Source: an optimization exercise on an open RTL-to-GDS flow (aim: small area, a short achievable clock period and few clock cycles). Production flows keep margins and buffers that such runs may drop. Function was checked by simulation only, so behaviour that the tests miss may differ from the original. Power is estimated from default activity; no workload was simulated.

==> run a: inputs <==
==> flow/design.v <==
package rli_pkg;
    localparam int CAPACITY_DEF   = 64;
    localparam int ELEM_WIDTH_DEF = 32;
    localparam int OP_W   = 2;
    localparam int POS_W  = 7;
    localparam int WORD_W = 32;
    localparam int CNT_W  = 7;
    typedef enum logic [OP_W-1:0] {
        OP_INSERT = 2'd0,
        OP_REMOVE = 2'd1,
        OP_READ   = 2'd2,
        OP_WRITE  = 2'd3
    } op_t;
    typedef enum logic [1:0] {
        ST_OK    = 2'd0,
        ST_RANGE = 2'd1,
        ST_FULL  = 2'd2,
        ST_ORDER = 2'd3
    } status_t;
endpackage
module rli_ram #(
    parameter int WIDTH = 32,
    parameter int DEPTH = 64
) (
    input  logic                     clk,
    input  logic                     wr_en,
    input  logic [$clog2(DEPTH)-1:0] wr_addr,
    input  logic [WIDTH-1:0]         wr_data,
    input  logic                     rd_en,
    input  logic [$clog2(DEPTH)-1:0] rd_addr,
    output logic [WIDTH-1:0]         rd_data
);
    logic [WIDTH-1:0] mem [DEPTH];
    always_ff @(posedge clk)
    begin
        if (wr_en)
        begin
            mem[wr_addr] <= wr_data;
        end
        if (rd_en)
        begin
            rd_data <= mem[rd_addr];
        end
    end
endmodule
import rli_pkg::*;
module ranked_list_insert_remove_top #(
    parameter int CAPACITY   = CAPACITY_DEF,
    parameter int ELEM_WIDTH = ELEM_WIDTH_DEF
) (
    input  logic              clk,
    input  logic              rst_n,
    input  logic              in_valid,
    output logic              in_stall,
    input  logic [OP_W-1:0]   operation,
    input  logic [POS_W-1:0]  position,
    input  logic [POS_W-1:0]  end_position,
    input  logic [WORD_W-1:0] value,
    output logic              out_valid,
    input  logic              out_stall,
    output logic [WORD_W-1:0] read_value,
    output logic [1:0]        status,
    output logic [CNT_W-1:0]  removed_count,
    output logic [CNT_W-1:0]  count_after
);
    localparam int AW = $clog2(CAPACITY);
    localparam int CW = $clog2(CAPACITY + 1);
    logic                  q0_v;
    logic [1:0]            q0_op;
    logic [POS_W-1:0]      q0_pos;
    logic [POS_W-1:0]      q0_end;
    logic [POS_W-1:0]      q0_rpe;             
    logic                  q0_elp;             
    logic                  q0_rnz;             
    logic [ELEM_WIDTH-1:0] q0_val;
    logic [POS_W-1:0]      in_rpe;
    logic                  in_elp;
    logic                  in_rnz;
    logic in_xfer;
    logic issue;         
    logic issue_req;     
    logic out_free;
    logic b_free;
    logic st_busy;       
    logic st_full;       
    assign in_stall = st_busy || (st_full && out_stall);
    assign in_xfer  = in_valid && !in_stall;
    assign in_rpe   = end_position - position;
    assign in_elp   = end_position < position;
    assign in_rnz   = end_position != position;
    logic [ELEM_WIDTH-1:0] ram [CAPACITY];
    logic [AW-1:0]         rank [CAPACITY];    
    logic [CW-1:0]         count_reg;
    logic                  busy;               
    logic [AW-1:0]         rem_pos;
    logic [AW-1:0]         rem_left;           
    logic                  a2_v;               
    logic                  a2_act;             
    logic                  a2_ins;
    logic                  a2_rot;
    logic                  a2_rot2;
    logic [AW-1:0]         a2_pos;
    logic [CAPACITY-1:0]   a2_oh;              
    logic                  a2_rd;
    logic                  a2_wr;
    logic [ELEM_WIDTH-1:0] a2_val;
    logic [1:0]            a2_status;
    logic [CNT_W-1:0]      a2_removed;
    logic [CNT_W-1:0]      a2_count;
    logic                  b_v;
    logic                  b_rd;
    logic                  b_wr;
    logic [CAPACITY-1:0]   b_oh;               
    logic [ELEM_WIDTH-1:0] b_val;
    logic [1:0]            b_status;
    logic [CNT_W-1:0]      b_removed;
    logic [CNT_W-1:0]      b_count;
    assign out_free  = !out_valid || !out_stall;
    assign b_free    = !b_v || out_free;
    assign issue     = (busy || q0_v) && (!a2_v || b_free);
    assign issue_req = issue && !busy;
    logic [1:0]    d_status;
    logic [CW-1:0] n_calc;
    logic [CW-1:0] count_new;
    logic          pos_gt_cnt, pos_lt_cnt, end_lt_cnt, full;
    logic          d_ins, d_wr, d_rd, d_rem, d_rem_shift;
    logic [AW-1:0] rot_todo;     
    function automatic logic lt_cw(input logic [CW-1:0] a, input logic [CW-1:0] b);
        logic [CW-1:0] l, e;
        l = ~a & b;
        e = ~(a ^ b);
        for (int v = 0; v < $clog2(CW); v++)
        begin
            for (int k = 0; k < CW; k++)
            begin
                if (2 * k + 1 < ((CW + (1 << v) - 1) >> v))
                begin
                    l[k] = l[2 * k + 1] | (e[2 * k + 1] & l[2 * k]);
                    e[k] = e[2 * k + 1] & e[2 * k];
                end
                else if (2 * k < ((CW + (1 << v) - 1) >> v))
                begin
                    l[k] = l[2 * k];
                    e[k] = e[2 * k];
                end
            end
        end
        lt_cw = l[0];
    endfunction
    logic [CW-1:0] cnt_inc, cnt_sub, cnt_mpos;
    always_comb
    begin
        pos_gt_cnt = lt_cw(count_reg, CW'(q0_pos));
        pos_lt_cnt = lt_cw(CW'(q0_pos), count_reg);
        end_lt_cnt = lt_cw(CW'(q0_end), count_reg);
        full       = count_reg[CW-1];
        cnt_inc    = count_reg + CW'(1);
        cnt_sub    = count_reg - q0_rpe;
        cnt_mpos   = count_reg - CW'(q0_pos);
        n_calc     = end_lt_cnt ? q0_rpe : cnt_mpos;
        case (q0_op)
            OP_INSERT: d_status = pos_gt_cnt ? ST_RANGE : (full ? ST_FULL : ST_OK);
            OP_REMOVE: d_status = q0_elp ? ST_ORDER : (pos_gt_cnt ? ST_RANGE : ST_OK);
            default:   d_status = pos_lt_cnt ? ST_OK : ST_RANGE;
        endcase
        d_ins = (q0_op == OP_INSERT) && !pos_gt_cnt && !full;
        d_rem = (q0_op == OP_REMOVE) && !q0_elp && !pos_gt_cnt;
        d_rd  = (q0_op == OP_READ)   && pos_lt_cnt;
        d_wr  = (q0_op == OP_WRITE)  && pos_lt_cnt;
        d_rem_shift = (q0_op == OP_REMOVE) && end_lt_cnt && !q0_elp && q0_rnz;
        count_new = count_reg;
        if (d_ins)
            count_new = cnt_inc;
        else if (d_rem)
            count_new = end_lt_cnt ? cnt_sub : CW'(q0_pos);
        rot_todo = busy ? rem_left : AW'(q0_rpe);
    end
    logic [AW-1:0] at_pos;       
    logic [AW-1:0] at_next;      
    logic          do_ins, do_rot1, do_rot2;
    logic [CAPACITY-1:0] ge, eq;
    logic [AW-1:0] rank_up [CAPACITY];
    logic [AW-1:0] a2_slot;      
    logic [AW-1:0] a1_pos;       
    always_comb
    begin
        at_pos  = '0;
        at_next = '0;
        for (int i = 0; i < CAPACITY; i++)
        begin
            rank_up[i] = rank[(i < CAPACITY - 1) ? i + 1 : i];
            at_pos  = at_pos  | (rank[i]    & {AW{a2_oh[i]}});
            at_next = at_next | (rank_up[i] & {AW{a2_oh[i]}});
        end
        do_ins  = a2_act && a2_ins;
        do_rot1 = a2_act && a2_rot && !a2_rot2;
        do_rot2 = a2_act && a2_rot && a2_rot2;
        for (int i = 0; i < CAPACITY; i++)
        begin
            ge[i] = (AW'(i) >= a2_pos);
            eq[i] = a2_oh[i];
        end
        a2_slot = (a2_act && a2_ins) ? rank[CAPACITY - 1] : at_pos;
        a1_pos  = busy ? rem_pos : AW'(q0_pos);
    end
    always_ff @(posedge clk or negedge rst_n)
    begin
        if (!rst_n)
        begin
            for (int i = 0; i < CAPACITY; i++)
                rank[i] <= AW'(i);
        end
        else
        begin
            for (int i = 0; i < CAPACITY; i++)
            begin
                if (ge[i])
                begin
                    if (do_ins)
                        rank[i] <= eq[i] ? rank[CAPACITY - 1] : rank[(i > 0) ? i - 1 : 0];
                    else if (do_rot1)
                        rank[i] <= (i == CAPACITY - 1) ? at_pos : rank[(i < CAPACITY - 1) ? i + 1 : i];
                    else if (do_rot2)
                        rank[i] <= (i == CAPACITY - 1) ? at_next :
                                   (i == CAPACITY - 2) ? at_pos  : rank[(i < CAPACITY - 2) ? i + 2 : i];
                end
            end
        end
    end
    always_ff @(posedge clk)
    begin
        for (int i = 0; i < CAPACITY; i++)
        begin
            if (b_wr && b_oh[i])
                ram[i] <= b_val;
        end
    end
    logic [ELEM_WIDTH-1:0] ram_sel;
    logic [WORD_W-1:0]     res_value;
    logic                  res_load;
    assign res_load  = b_v && out_free;
    assign res_value = b_rd ? WORD_W'(ram_sel) : '0;
    always_comb
    begin
        ram_sel = '0;
        for (int i = 0; i < CAPACITY; i++)
            ram_sel = ram_sel | (ram[i] & {ELEM_WIDTH{b_oh[i]}});
    end
    logic q0_v_nxt, busy_nxt, a2_v_nxt, b_v_nxt, out_valid_nxt;
    always_comb
    begin
        q0_v_nxt = q0_v;
        if (issue_req || !q0_v)
            q0_v_nxt = in_xfer;
        busy_nxt = busy;
        if (busy ? issue : (issue_req && d_rem_shift))
            busy_nxt = (rot_todo > AW'(2));
        a2_v_nxt = a2_v;
        if (issue)
            a2_v_nxt = !busy;
        else if (b_free)
            a2_v_nxt = 1'b0;
        b_v_nxt = b_v;
        if (a2_v && b_free)
            b_v_nxt = 1'b1;
        else if (out_free)
            b_v_nxt = 1'b0;
        out_valid_nxt = out_valid;
        if (b_v && out_free)
            out_valid_nxt = 1'b1;
        else if (!out_stall)
            out_valid_nxt = 1'b0;
    end
    always_ff @(posedge clk or negedge rst_n)
    begin
        if (!rst_n)
        begin
            q0_v      <= 1'b0;
            count_reg <= '0;
            busy      <= 1'b0;
            a2_v      <= 1'b0;
            a2_act    <= 1'b0;
            b_v       <= 1'b0;
            out_valid <= 1'b0;
            st_busy   <= 1'b0;
            st_full   <= 1'b0;
        end
        else
        begin
            q0_v      <= q0_v_nxt;
            busy      <= busy_nxt;
            a2_v      <= a2_v_nxt;
            b_v       <= b_v_nxt;
            out_valid <= out_valid_nxt;
            st_busy   <= q0_v_nxt && busy_nxt;
            st_full   <= q0_v_nxt && a2_v_nxt && b_v_nxt && out_valid_nxt;
            if (issue_req)
                count_reg <= count_new;
            a2_act <= issue && (busy || d_ins || d_rem_shift);
        end
    end
    always_ff @(posedge clk)
    begin
        if (in_xfer)
        begin
            q0_op  <= operation;
            q0_pos <= position;
            q0_end <= end_position;
            q0_rpe <= in_rpe;
            q0_elp <= in_elp;
            q0_rnz <= in_rnz;
            q0_val <= value;
        end
        if (issue)
        begin
            rem_pos    <= a1_pos;
            rem_left   <= rot_todo - AW'(2);
            a2_pos     <= a1_pos;
            a2_ins     <= !busy && d_ins;
            a2_rot     <= busy || d_rem_shift;
            a2_rot2    <= (rot_todo != AW'(1));
            a2_rd      <= d_rd;
            a2_wr      <= d_ins || d_wr;
            a2_val     <= q0_val;
            a2_status  <= d_status;
            a2_removed <= d_rem ? CNT_W'(n_calc) : '0;
            a2_count   <= CNT_W'(count_new);
        end
        if (a2_v && b_free)
        begin
            b_rd      <= a2_rd;
            b_wr      <= a2_wr;
            b_val     <= a2_val;
            b_status  <= a2_status;
            b_removed <= a2_removed;
            b_count   <= a2_count;
        end
    end
    always_ff @(posedge clk or negedge rst_n)
    begin
        if (!rst_n)
        begin
            a2_oh         <= '0;
            b_oh          <= '0;
            read_value    <= '0;
            status        <= '0;
            removed_count <= '0;
            count_after   <= '0;
        end
        else
        begin
            if (issue)
            begin
                for (int i = 0; i < CAPACITY; i++)
                    a2_oh[i] <= (a1_pos == AW'(i));
            end
            if (a2_v && b_free)
            begin
                for (int i = 0; i < CAPACITY; i++)
                    b_oh[i] <= (a2_slot == AW'(i));
            end
            if (res_load)
            begin
                read_value    <= res_value;
                status        <= b_status;
                removed_count <= b_removed;
                count_after   <= b_count;
            end
        end
    end
endmodule
==> flow/run.sh <==
#!/bin/bash
# synth_recipe.tcl (not shown) runs the flow's synth.tcl, then flattens the netlist and writes it again
# the make line also repeats each setting of config.mk as NAME=value (left out here)
make -C /OpenROAD-flow-scripts/flow DESIGN_CONFIG=/design/flow/config.mk WORK_HOME=/design/flow/orfs CLKGATE_MAP_FILE= SYNTH_SCRIPT=/design/flow/synth_recipe.tcl finish
==> flow/config.mk <==
export PLATFORM = sky130hd
export DESIGN_NAME = ranked_list_insert_remove_top
export DESIGN_NICKNAME = ranked_list_insert_remove_top
export VERILOG_FILES = /design/flow/design.v
export SDC_FILE = /design/flow/constraint.sdc
export NUM_CORES = 4
export LEC_CHECK = 0
export CAP_MARGIN = 20
export CORE_MARGIN = 2
export CORE_UTILIZATION = 45
export CTS_CLUSTER_DIAMETER = 100
export CTS_CLUSTER_SIZE = 20
export SETUP_SLACK_MARGIN = 3.5
export SLEW_MARGIN = 20
export TNS_END_PERCENT = 10
==> flow/constraint.sdc <==
create_clock -name core_clock -period 6.0 [get_ports {clk}]
set_input_delay 1.2000 -clock core_clock [delete_from_list [all_inputs] [get_ports {clk}]]
set_output_delay 1.2000 -clock core_clock [all_outputs]
set_load 0.01 [all_outputs]
==> run b: changes against run a <==
--- a/flow/config.mk
+++ b/flow/config.mk
@@ -7,9 +7,7 @@
 export LEC_CHECK = 0
 export CAP_MARGIN = 20
 export CORE_MARGIN = 2
-export CORE_UTILIZATION = 45
-export CTS_CLUSTER_DIAMETER = 100
-export CTS_CLUSTER_SIZE = 20
+export CORE_UTILIZATION = 40
 export SETUP_SLACK_MARGIN = 3.5
 export SLEW_MARGIN = 20
 export TNS_END_PERCENT = 10
==> qor summary <==
| item | run b | run a |
|---|---|---|
| Clock-net power | 19.1 mW | 12.5 mW |
| Routed wire length on met2 | 239,600 µm | 227,900 µm |
| Detailed-routing wirelength on met1 | 221,900 µm | 216,200 µm |
| Final worst-path cycle share | 51.12% | 52.24% |
| Clock buffer and inverter area fraction after layout | 7.043% | 3.891% |
| Data required time at the worst endpoint | 6.50 ns | 6.81 ns |
| Destination of the critical timing path | ram[18][16] | b_oh[59] |
| Critical Path Start | b_oh[18] | a2_oh[3] |
| M1 GR Usage | 53.09% | 59.69% |
| Max Fanout on Critical Path | 19 | 4 |
| Outcome | finished clean | finished clean |
| Final worst clock skew | 0.1379 ns | 0.06787 ns |
| Power per unit of standard cell area | 490.4 nW/µm² | 461.3 nW/µm² |
| Setup slack after placement | 2.068 ns | 2.035 ns |
| Proportion of power drawn by combinational gates | 28.8% | 31.6% |
| Maximum level of the CTS H-tree | 5 | 4 |
| Detail-routed via count per cell | 7.161 | 7.488 |
| Arrival time at the worst endpoint | 3.57 ns | 3.94 ns |
| Number of global-route vias before repair | 85.79k | 82.76k |
| Max rail drop VDD | 0.0003817 V | 0.0005452 V |
| Multi-input combinational cell count | 5,061 | 5,059 |
| Number of cells on the worst reg-to-reg path | 3 | 9 |
| Fin worst setup slack | 2.933 ns | 2.866 ns |
| Combinational cell power | 19.9 mW | 19.6 mW |
| NetSw | 26.26 mW | 24.92 mW |
Testbench counts of run a, summed over its fixed seeds: cycles 5,179.
Testbench counts of run b, summed over its fixed seeds: cycles 5,179.

-- afterwards: timing with drivers on the ports --
In the flow no input, the clock included, has a driving cell. The finished layouts below were timed again as built, in two steps.
Step 1: set_driving_cell puts a clkbuf_16 on clk and a buf_2 on each other input, an assumption about the parent block.
Step 2 moves the port delays by t, midway between the first and last clock arrival at a register: inputs arrive t later, outputs are due t later. That takes back most of the time a late clock gives input paths.
Three values: no drivers, after step 1, after step 2; two values: the first two.
run	shift t [ns]	setup WS [ns]	worst register clock-pin slew, ns
run a	0.973	2.866 / 2.866 / 2.607	0.10 / 0.10
run b	0.985	2.933 / 2.933 / 2.219	0.07 / 0.07
After both steps setup and hold are still met in every run listed. For run b, which loses most, drivers alone change the setup slack by 0.000 ns; drivers and shift together by -0.714 ns.
